Background: an optimization exercise with open tools, aiming at small area and few clock cycles. Do not read the settings as production practice. In this exercise RTL edits were held to simulation tests only and were not proved equivalent to the original. The clock port is modelled as an ideal driver, which makes a skipped or thinned clock tree look cheaper than it is; a real chip needs a root buffer or a tree. No activity file was given, so power comes from the tool's default toggle rates.

== exp/pepper ==
// date_string_validator
module date_string_validator (
    input  wire logic        i_clk,
    input  wire logic        i_rst_n,
    input  wire logic        i_valid,
    output logic             o_stall,
    input  wire logic [8:0]  i_data,
    output logic             o_valid,
    input  wire logic        i_stall,
    output logic [26:0] o_data,
    input  wire logic        i_cfg_we,
    input  wire logic        i_cfg_index,
    input  wire logic [13:0] i_cfg_data
);
    logic        r_valid;
    logic        take;
    logic [13:0] r_year_min_n;
    logic [13:0] r_year_max_n;
    dsv_pkg::t_parts state;
    assign o_stall = r_valid && i_stall;
    assign take    = i_valid && !o_stall;
    assign o_valid = r_valid;
    always_ff @(posedge i_clk) begin
        if (!i_rst_n) begin
            r_valid <= 1'b0;
        end else if (!o_stall) begin
            r_valid <= take && i_data[0];
        end
    end
    always_ff @(posedge i_clk) begin
        if (!i_rst_n) begin
  ...
For scale: about 420 cells after synthesis.
==> module dsv_accum, before the edit <==
module dsv_accum (
    input  wire logic     i_clk,
    input  wire logic     i_rst_n,
    input  wire logic     i_take,
    input  wire logic [8:0] i_beat,
    output dsv_pkg::t_parts o_state
);
    dsv_pkg::t_parts r_state;
    dsv_pkg::t_parts n_state;
    logic        r_fresh;
    logic [1:0]  slash_count;
    logic [3:0]  ndig;
    logic [1:0]  cmp;
    logic        nondigit;
    logic [4:0]  day;
    logic [7:0]  ch;
    logic [3:0]  d;
    logic        is_slash;
    logic        is_digit;
    logic        sticky;
    logic        sig;
    logic [3:0]  lim;
    logic [1:0]  ncmp;
    logic [4:0]  day_sum;
    logic        day_carry;
    logic [13:0] year_sum;
    logic        year_carry;
    logic        c;
    assign ch       = i_beat[8:1];
    assign d        = ch[3:0];
    assign is_slash = ch == dsv_pkg::CHAR_SLASH;
    assign is_digit = ch[7:4] == 4'h3 && !(d[3] && (d[2] || d[1]));
    assign slash_count = r_fresh ? 2'd0 : r_state.slash_count;
    assign ndig        = r_fresh ? 4'd0 : r_state.ndig;
    assign cmp         = r_fresh ? dsv_pkg::CMP_EMPTY : r_state.cmp;
    assign nondigit    = !r_fresh && r_state.nondigit;
    assign day         = r_fresh ? 5'd0 : r_state.day;
    assign sticky = ndig[3] && ndig[2] && ndig[1];
    always_comb begin
        case (ndig)
            4'd0: lim = 4'd2;
            4'd1: lim = 4'd1;
            4'd2: lim = 4'd4;
            4'd3: lim = 4'd7;
            4'd4: lim = 4'd4;
            4'd5: lim = 4'd8;
            4'd6: lim = 4'd3;
            4'd7: lim = 4'd6;
            4'd8: lim = 4'd4;
            default: lim = 4'd7;
        endcase
    end
    always_comb begin
        year_sum[0] = d[0];
        year_sum[1] = r_state.year[0] ^ d[1];
        c           = r_state.year[0] & d[1];
        year_sum[2] = r_state.year[1] ^ d[2] ^ c;
        c           = (r_state.year[1] & d[2]) | (c & (r_state.year[1] ^ d[2]));
        year_sum[3] = r_state.year[2] ^ r_state.year[0] ^ (d[3] | c);
        c           = (r_state.year[2] & r_state.year[0])
                    | ((d[3] | c) & (r_state.year[2] ^ r_state.year[0]));
        for (int i = 4; i < 14; i++) begin
            year_sum[i] = r_state.year[i-1] ^ r_state.year[i-3] ^ c;
            c           = (r_state.year[i-1] & r_state.year[i-3])
                        | (c & (r_state.year[i-1] ^ r_state.year[i-3]));
        end
        year_carry = c | r_state.year[13] | r_state.year[12] | r_state.year[11];
        day_sum[0] = d[0];
        day_sum[1] = day[0] ^ d[1];
        c          = day[0] & d[1];
        day_sum[2] = day[1] ^ d[2] ^ c;
        c          = (day[1] & d[2]) | (c & (day[1] ^ d[2]));
        day_sum[3] = day[2] ^ day[0] ^ (d[3] | c);
        c          = (day[2] & day[0]) | ((d[3] | c) & (day[2] ^ day[0]));
        day_sum[4] = day[3] ^ day[1] ^ c;
        c          = (day[3] & day[1]) | (c & (day[3] ^ day[1]));
        day_carry  = c | day[4] | day[3] | day[2];
    end
    always_comb begin
        n_state = r_state;
        n_state.slash_count = slash_count;
        n_state.ndig        = ndig;
        n_state.cmp         = cmp;
        n_state.nondigit    = nondigit;
        n_state.day         = day;
        sig = ndig != 4'd0 || d != 4'd0;
        if (cmp != dsv_pkg::CMP_EQ && cmp != dsv_pkg::CMP_EMPTY) begin
            ncmp = cmp;
        end else if (dsv_pkg::lt16({12'b0, d}, {12'b0, lim})) begin
            ncmp = dsv_pkg::CMP_LT;
        end else if (d != lim) begin
            ncmp = dsv_pkg::CMP_GT;
        end else begin
            ncmp = dsv_pkg::CMP_EQ;
        end
        if (is_slash) begin
            n_state.slash_count = {slash_count[1] | slash_count[0], slash_count[1] | ~slash_count[0]};
            n_state.cmp = dsv_pkg::CMP_EMPTY;
            if (ndig == dsv_pkg::NDIG_LOCK || cmp == dsv_pkg::CMP_EMPTY || nondigit) begin
                n_state.ndig = dsv_pkg::NDIG_LOCK;
            end else if (ndig != dsv_pkg::NDIG_OVF) begin
                n_state.ndig = 4'd0;
            end
            if (slash_count == 2'd0) begin
                n_state.month = 4'd0;
            end
            if (slash_count == 2'd1) begin
                n_state.year_big = 1'b0;
                n_state.year     = 14'd0;
                n_state.zero1    = 1'b1;
                n_state.zero2    = 1'b1;
            end
        end else if (slash_count != 2'd3) begin
            if (ndig != dsv_pkg::NDIG_LOCK && !is_digit) begin
                n_state.nondigit = 1'b1;
            end
            if (cmp == dsv_pkg::CMP_EMPTY) begin
                n_state.cmp = dsv_pkg::CMP_EQ;
            end
            if (is_digit) begin
                if (sig && !sticky) begin
                    n_state.cmp = ncmp;
                    if (ndig == 4'd10 || (ndig == 4'd9 && ncmp == dsv_pkg::CMP_GT)) begin
                        n_state.ndig = dsv_pkg::NDIG_OVF;
                    end else begin
                        n_state.ndig = 4'(dsv_pkg::add16({12'b0, ndig}, 16'd1));
                    end
                end
                case (slash_count)
                    2'd0: begin
                        if (day_carry || (ndig != 4'd0 && day == 5'd0)) begin
                            n_state.day = 5'd0;
                        end else begin
                            n_state.day = day_sum;
                        end
                    end
                    2'd1: begin
                        if (r_state.month == 4'd0) begin
                            n_state.month = d;
                        end else if (r_state.month == 4'd1 && !d[3] && !d[2] && !(d[1] && d[0])) begin
                            n_state.month = {1'b1, d[1], !d[1], d[0]};
                        end else begin
                            n_state.month = dsv_pkg::MONTH_BIG;
                        end
                    end
                    default: begin
                        n_state.year = year_sum;
                        if (year_carry) begin
                            n_state.year_big = 1'b1;
                        end
                        n_state.zero2 = r_state.zero1;
                        n_state.zero1 = d == 4'd0;
                    end
                endcase
            end
        end
    end
    always_ff @(posedge i_clk) begin
        if (!i_rst_n) begin
            r_fresh <= 1'b1;
        end else if (i_take) begin
            r_fresh <= i_beat[0];
        end
    end
    always_ff @(posedge i_clk) begin
        if (i_take) begin
            r_state <= n_state;
        end
    end
    assign o_state = r_state;
endmodule
==> flow/config.mk <==
export PLATFORM = sky130hd
export DESIGN_NAME = date_string_validator
export DESIGN_NICKNAME = date_string_validator
export VERILOG_FILES = /design/flow/design.v
export SDC_FILE = /design/flow/constraint.sdc
export NUM_CORES = 4
export LEC_CHECK = 0
export ABC_AREA = 1
export CAP_MARGIN = 20
export CORE_MARGIN = 2
export CORE_UTILIZATION = 70
export SLEW_MARGIN = 20
==> flow/constraint.sdc <==
create_clock -name core_clock -period 7.0 [get_ports {i_clk}]
set_input_delay 1.4000 -clock core_clock [delete_from_list [all_inputs] [get_ports {i_clk}]]
set_output_delay 1.4000 -clock core_clock [all_outputs]
set_load 0.01 [all_outputs]
standard.sh (not shown) runs the stock make flow with config.mk's settings and CLKGATE_MAP_FILE= SYNTH_SCRIPT=/design/flow/synth_recipe.tcl, a recipe that flattens the netlist after the stock synthesis.
==> flow/flow/run.sh <==
#!/bin/bash
# The standard synthesis, then its combinational logic re-mapped for area
# by ABC (every register kept, same cell and name), then the standard
# layout with two changes: the port buffers are made from the smallest
# buffer cell, and the clock tree is a flat one of a few buffers
# (flow/pre_cts.tcl).
set -euo pipefail
HERE=$(pwd)
R=$HERE/orfs/results/$FLOW_PLATFORM/date_string_validator/base
L=$HERE/orfs/logs/$FLOW_PLATFORM/date_string_validator/base
YOSYS=$(command -v yosys || echo "$FLOW_HOME/../tools/install/yosys/bin/yosys")

bash standard.sh synth > standard_synth.log 2>&1
cp "$R/1_2_yosys.v" "$HERE/synth_standard.v"

LIB=$FLOW_HOME/platforms/$FLOW_PLATFORM/lib/sky130_fd_sc_hd__tt_025C_1v80.lib
DU=$(grep -o -- "-dont_use [A-Za-z0-9_]*" "$L/1_2_yosys.log" | sort -u | tr '\n' ' ')
SEQ=$(grep -o "sky130_fd_sc_hd__[a-z0-9_]*" synth_standard.v | sort -u | grep -E "__(e?s?df|dl|sedf)" | tr '\n' ' ')
sed -e "s#@LIB@#$LIB#g" -e "s#@SEQ@#$SEQ#" -e "s#@DU@#$DU#" \
    -e "s#@IN@#$HERE/synth_standard.v#" -e "s#@OUT@#$R/1_2_yosys.v#g" \
    -e "s#@SCRIPT@#$HERE/flow/area.abc#" -e "s#@TOP@#$FLOW_TOP#g" flow/reopt.ys > reopt.ys
"$YOSYS" -s reopt.ys > reopt.log 2>&1
rm -f "$R/1_synth.odb" "$R/1_synth.sdc"

export FLAT_CTS_BUFFER=sky130_fd_sc_hd__clkbuf_8
export FLAT_CTS_GROUPS=4
bash standard.sh "BUFFER_PORTS_ARGS=-buffer_cell sky130_fd_sc_hd__buf_1" \
    "PRE_CTS_TCL=$HERE/flow/pre_cts.tcl" finish > standard.log 2>&1
Other scripts of this flow, unchanged in this note and not shown: flow/flow/area.abc, flow/flow/flat_clock_tree.tcl, flow/flow/pre_cts.tcl, flow/flow/reopt.ys
Testbench counts of exp/pepper, summed over its fixed seeds: cycles 32,331.
The following lists how exp/delta was set up differently from exp/pepper:
--- a/flow/design.v
+++ b/flow/design.v
@@ -160,12 +160,10 @@
             if (slash_count == 2'd0) begin
                 n_state.month = 4'd0;
             end
-            if (slash_count == 2'd1) begin
-                n_state.year_big = 1'b0;
-                n_state.year     = 14'd0;
-                n_state.zero1    = 1'b1;
-                n_state.zero2    = 1'b1;
-            end
+            n_state.year_big = 1'b0;
+            n_state.year     = 14'd0;
+            n_state.zero1    = 1'b1;
+            n_state.zero2    = 1'b1;
         end else if (slash_count != 2'd3) begin
             if (ndig != dsv_pkg::NDIG_LOCK && !is_digit) begin
                 n_state.nondigit = 1'b1;
- Diff exp/delta and exp/pepper: post-synthesis instance area higher in exp/pepper
- Die area | exp/delta < exp/pepper
- Utilization delta for exp/delta relative to exp/pepper: 0.36 points lower
- Comparing exp/delta and exp/pepper, overall track demand over capacity in global routing is lower on exp/pepper.
- Compared with exp/pepper, exp/delta degrades worst setup slack.
- Delta (exp/delta minus exp/pepper): share of final-layout standard cells stronger than drive strength 1 was more or less identical; post-synthesis to final-layout area growth barely changed; met3 global-route usage flat.
Testbench counts of exp/delta, summed over its fixed seeds: cycles 32,331.
No run of this note takes its clock network from TritonCTS; it comes from the design's own scripts or RTL.

* * *

Another version of the RTL of date_string_validator (not shown whole).
## date_string_validator
module date_string_validator (
    input  wire logic        i_clk,
    input  wire logic        i_rst_n,
    input  wire logic        i_valid,
    output logic             o_stall,
    input  wire logic [8:0]  i_data,
    output logic             o_valid,
    input  wire logic        i_stall,
    output logic [26:0] o_data,
    input  wire logic        i_cfg_we,
    input  wire logic        i_cfg_index,
    input  wire logic [13:0] i_cfg_data
);
==> module dsv_accum, before the edit <==
module dsv_accum (
    input  wire logic     i_clk,
    input  wire logic     i_rst_n,
    input  wire logic     i_take,
    input  wire logic [8:0] i_beat,
    output dsv_pkg::t_parts o_state
);
    dsv_pkg::t_parts r_state;
    dsv_pkg::t_parts n_state;
    logic        r_fresh;
    logic [1:0]  slash_count;
    logic [3:0]  ndig;
    logic [1:0]  cmp;
    logic        nondigit;
    logic [4:0]  day;
    logic [7:0]  ch;
    logic [3:0]  d;
    logic        is_slash;
    logic        is_digit;
    logic        sticky;
    logic        sig;
    logic [3:0]  lim;
    logic [1:0]  ncmp;
    logic [4:0]  day_sum;
    logic        day_carry;
    logic [13:0] year_sum;
    logic        year_carry;
    logic        c;
    assign ch       = i_beat[8:1];
    assign d        = ch[3:0];
    assign is_slash = ch == dsv_pkg::CHAR_SLASH;
    assign is_digit = ch[7:4] == 4'h3 && !(d[3] && (d[2] || d[1]));
    assign slash_count = r_fresh ? 2'd0 : r_state.slash_count;
    assign ndig        = r_fresh ? 4'd0 : r_state.ndig;
    assign cmp         = r_fresh ? dsv_pkg::CMP_EMPTY : r_state.cmp;
    assign nondigit    = !r_fresh && r_state.nondigit;
    assign day         = r_fresh ? 5'd0 : r_state.day;
    assign sticky = ndig[3] && ndig[2] && ndig[1];
    always_comb begin
        case (ndig)
            4'd0: lim = 4'd2;
            4'd1: lim = 4'd1;
            4'd2: lim = 4'd4;
            4'd3: lim = 4'd7;
            4'd4: lim = 4'd4;
            4'd5: lim = 4'd8;
            4'd6: lim = 4'd3;
            4'd7: lim = 4'd6;
            4'd8: lim = 4'd4;
            default: lim = 4'd7;
        endcase
    end
    always_comb begin
        year_sum[0] = d[0];
        year_sum[1] = r_state.year[0] ^ d[1];
        c           = r_state.year[0] & d[1];
        year_sum[2] = r_state.year[1] ^ d[2] ^ c;
        c           = (r_state.year[1] & d[2]) | (c & (r_state.year[1] ^ d[2]));
        year_sum[3] = r_state.year[2] ^ r_state.year[0] ^ (d[3] | c);
        c           = (r_state.year[2] & r_state.year[0])
                    | ((d[3] | c) & (r_state.year[2] ^ r_state.year[0]));
        for (int i = 4; i < 14; i++) begin
            year_sum[i] = r_state.year[i-1] ^ r_state.year[i-3] ^ c;
            c           = (r_state.year[i-1] & r_state.year[i-3])
                        | (c & (r_state.year[i-1] ^ r_state.year[i-3]));
        end
        year_carry = c | r_state.year[13] | r_state.year[12] | r_state.year[11];
        day_sum[0] = d[0];
        day_sum[1] = day[0] ^ d[1];
        c          = day[0] & d[1];
        day_sum[2] = day[1] ^ d[2] ^ c;
        c          = (day[1] & d[2]) | (c & (day[1] ^ d[2]));
        day_sum[3] = day[2] ^ day[0] ^ (d[3] | c);
        c          = (day[2] & day[0]) | ((d[3] | c) & (day[2] ^ day[0]));
        day_sum[4] = day[3] ^ day[1] ^ c;
        c          = (day[3] & day[1]) | (c & (day[3] ^ day[1]));
        day_carry  = c | day[4] | day[3] | day[2];
    end
    always_comb begin
        n_state = r_state;
        n_state.slash_count = slash_count;
        n_state.ndig        = ndig;
        n_state.cmp         = cmp;
        n_state.nondigit    = nondigit;
        n_state.day         = day;
        sig = ndig != 4'd0 || d != 4'd0;
        if (cmp != dsv_pkg::CMP_EQ && cmp != dsv_pkg::CMP_EMPTY) begin
            ncmp = cmp;
        end else if (dsv_pkg::lt16({12'b0, d}, {12'b0, lim})) begin
            ncmp = dsv_pkg::CMP_LT;
        end else if (d != lim) begin
            ncmp = dsv_pkg::CMP_GT;
        end else begin
            ncmp = dsv_pkg::CMP_EQ;
        end
        if (is_slash) begin
            n_state.slash_count = {slash_count[1] | slash_count[0], slash_count[1] | ~slash_count[0]};
            n_state.cmp = dsv_pkg::CMP_EMPTY;
            if (ndig == dsv_pkg::NDIG_LOCK || cmp == dsv_pkg::CMP_EMPTY || nondigit) begin
                n_state.ndig = dsv_pkg::NDIG_LOCK;
            end else if (ndig != dsv_pkg::NDIG_OVF) begin
                n_state.ndig = 4'd0;
            end
            if (slash_count == 2'd0) begin
                n_state.month = 4'd0;
            end
            n_state.year_big = 1'b0;
            n_state.year     = 14'd0;
            n_state.zero1    = 1'b1;
            n_state.zero2    = 1'b1;
        end else begin
            if (ndig != dsv_pkg::NDIG_LOCK && !is_digit) begin
                n_state.nondigit = 1'b1;
            end
            if (cmp == dsv_pkg::CMP_EMPTY) begin
                n_state.cmp = dsv_pkg::CMP_EQ;
            end
            if (sig && !sticky) begin
                n_state.cmp = ncmp;
                if (ndig == 4'd10 || (ndig == 4'd9 && ncmp == dsv_pkg::CMP_GT)) begin
                    n_state.ndig = dsv_pkg::NDIG_OVF;
                end else begin
                    n_state.ndig = 4'(dsv_pkg::add16({12'b0, ndig}, 16'd1));
                end
            end
            if (slash_count == 2'd0) begin
                if (day_carry || (ndig != 4'd0 && day == 5'd0)) begin
                    n_state.day = 5'd0;
                end else begin
                    n_state.day = day_sum;
                end
            end
            if (slash_count == 2'd1) begin
                if (ndig == 4'd0) begin
                    n_state.month = d;
                end else if (ndig == 4'd1 && r_state.month[3:1] == 3'd0
                             && !d[3] && !d[2] && !(d[1] && d[0])) begin
                    n_state.month = {1'b1, d[1], !d[1], d[0]};
                end else begin
                    n_state.month = dsv_pkg::MONTH_BIG;
                end
            end
            n_state.year = year_sum;
            if (year_carry) begin
                n_state.year_big = 1'b1;
            end
            n_state.zero2 = r_state.zero1;
            n_state.zero1 = d == 4'd0;
        end
    end
    always_ff @(posedge i_clk) begin
        if (!i_rst_n) begin
            r_fresh <= 1'b1;
        end else if (i_take) begin
            r_fresh <= i_beat[0];
        end
    end
    always_ff @(posedge i_clk) begin
        if (i_take) begin
            r_state <= n_state;
        end
    end
    assign o_state = r_state;
endmodule
export LEC_CHECK = 0
export ABC_AREA = 1
export CAP_MARGIN = 20
export CORE_MARGIN = 2
export CORE_UTILIZATION = 70
export GPL_TIMING_DRIVEN = 0
export SLEW_MARGIN = 20
create_clock -name core_clock -period 7.0 [get_ports {i_clk}]
==> flow/flow/run.sh <==
#!/bin/bash
# The standard synthesis, then its combinational logic re-mapped for area
# by ABC (every register kept, same cell and name), then the standard
# layout with two changes: the port buffers are made from the smallest
# buffer cell, and the clock tree is a flat one of a few buffers
# (flow/pre_cts.tcl).
set -euo pipefail
HERE=$(pwd)
R=$HERE/orfs/results/$FLOW_PLATFORM/date_string_validator/base
L=$HERE/orfs/logs/$FLOW_PLATFORM/date_string_validator/base
YOSYS=$(command -v yosys || echo "$FLOW_HOME/../tools/install/yosys/bin/yosys")

bash standard.sh synth > standard_synth.log 2>&1
cp "$R/1_2_yosys.v" "$HERE/synth_standard.v"

LIB=$FLOW_HOME/platforms/$FLOW_PLATFORM/lib/sky130_fd_sc_hd__tt_025C_1v80.lib
DU=$(grep -o -- "-dont_use [A-Za-z0-9_]*" "$L/1_2_yosys.log" | sort -u | tr '\n' ' ')
SEQ=$(grep -o "sky130_fd_sc_hd__[a-z0-9_]*" synth_standard.v | sort -u | grep -E "__(e?s?df|dl|sedf)" | tr '\n' ' ')
# ABC's deep synthesis is a randomised search: run it from a few seeds side by
# side and keep the smallest netlist.
SEEDS="1 2 3 4 5 6 7 8"
for seed in $SEEDS; do
  mkdir -p "reopt_$seed"
  sed "s/&deepsyn -T 60/\&deepsyn -T 60 -S $seed/" flow/area.abc > "reopt_$seed/area.abc"
  sed -e "s#@LIB@#$LIB#g" -e "s#@SEQ@#$SEQ#" -e "s#@DU@#$DU#" \
      -e "s#@IN@#$HERE/synth_standard.v#" -e "s#@OUT@#$HERE/reopt_$seed/out.v#g" \
      -e "s#@SCRIPT@#$HERE/reopt_$seed/area.abc#" -e "s#@TOP@#$FLOW_TOP#g" flow/reopt.ys > "reopt_$seed/reopt.ys"
done
export YOSYS HERE
printf '%s\n' $SEEDS | xargs -P "${NUM_CORES:-4}" -I{} bash -c \
  'cd "$HERE/reopt_{}" && "$YOSYS" -s reopt.ys > "$HERE/reopt_{}.log" 2>&1 && touch done || true'
best=""
best_area=""
for seed in $SEEDS; do
  area=$( (grep "Chip area" "reopt_$seed.log" || true) | tail -1 | awk '{print $NF}')
  [[ -n "$area" && -f "reopt_$seed/done" ]] || continue
  if [[ -z "$best" ]] || awk "BEGIN{exit !($area < $best_area)}"; then
    best=$seed
    best_area=$area
  fi
done
# A seed on which ABC fails is skipped; if all fail, the standard netlist stays.
echo "reopt: seed ${best:-none}, area ${best_area:-none}" > reopt.log
if [[ -n "$best" ]]; then
  cp "reopt_$best/out.v" "$R/1_2_yosys.v"
fi
rm -f "$R/1_synth.odb" "$R/1_synth.sdc"

export FLAT_CTS_BUFFER=sky130_fd_sc_hd__clkbuf_8
export FLAT_CTS_GROUPS=4
export FLAT_CTS_BIG_BUFFER=sky130_fd_sc_hd__clkbuf_16
export FLAT_CTS_MAX_SLEW=0.105
bash standard.sh "BUFFER_PORTS_ARGS=-buffer_cell sky130_fd_sc_hd__buf_1" \
    "PRE_CTS_TCL=$HERE/flow/pre_cts.tcl" finish > standard.log 2>&1
Other scripts of this flow, unchanged in this note and not shown: flow/flow/area.abc, flow/flow/flat_clock_tree.tcl, flow/flow/pre_cts.tcl, flow/flow/reopt.ys
Testbench counts at the start, summed over its fixed seeds: cycles 32,331.
Rerun with:
--- a/flow/design.v
+++ b/flow/design.v
@@ -185,14 +185,13 @@
                 end else begin
                     n_state.day = day_sum;
                 end
             end
             if (slash_count == 2'd1) begin
-                if (ndig == 4'd0) begin
+                if (r_state.month == 4'd0) begin
                     n_state.month = d;
-                end else if (ndig == 4'd1 && r_state.month[3:1] == 3'd0
-                             && !d[3] && !d[2] && !(d[1] && d[0])) begin
+                end else if (r_state.month == 4'd1 && !d[3] && !d[2] && !(d[1] && d[0])) begin
                     n_state.month = {1'b1, d[1], !d[1], d[0]};
                 end else begin
                     n_state.month = dsv_pkg::MONTH_BIG;
                 end
             end
Effect: Synthesized cell count is lower by 2.3%. First-iteration DRC count went up by about 18%. Total power goes down by about 0.4%. Via count shrinks by 1.1%. Area after synthesis barely changes. Die area is about the same. Final area is about the same. Sequential cell count stays the same. Worst setup slack got worse by 270 ps. Global-route usage fell by 0.96 points. Fmax goes down by about 4.6%. Worst hold slack stays flat. Routed wire length is about the same.
Testbench counts after the change, summed over its fixed seeds: cycles 32,331.
No run of this note takes its clock network from TritonCTS; it comes from the design's own scripts or RTL.

-- what the ideal ports hide --
No port has a modelled driver above. Below, the same layouts with a new extraction and two added sets of constraints.
Step 1: set_driving_cell puts a clkbuf_16 on i_clk and a buf_2 on each other input, an assumption about the parent block.
Step 2 adds t to the input delays and takes it off the output delays; t is the mean of the earliest and latest rising clock arrival at the registers after step 1. Input paths then give back, and output paths get back, about the clock's delay inside the block.
Three values: no drivers, after step 1, after step 2; two values: the first two.
run	t, ns	setup slack, ns	latest minus earliest clock arrival (ns)	worst slew at a driven data input, ns	cell pins on the clock port's net
exp/pepper	0.213	1.923 / 1.958 / 1.745	0.014 / 0.013	0.03	4
exp/delta	0.210	1.589 / 1.574 / 1.411	0.013 / 0.013	0.04	4
the first run of note 2	0.221	1.428 / 1.366 / 1.477	0.011 / 0.012	0.03	4
the second run of note 2	0.213	1.159 / 1.195 / 0.981	0.011 / 0.011	0.04	4
After both steps setup and hold are still met in every run listed.
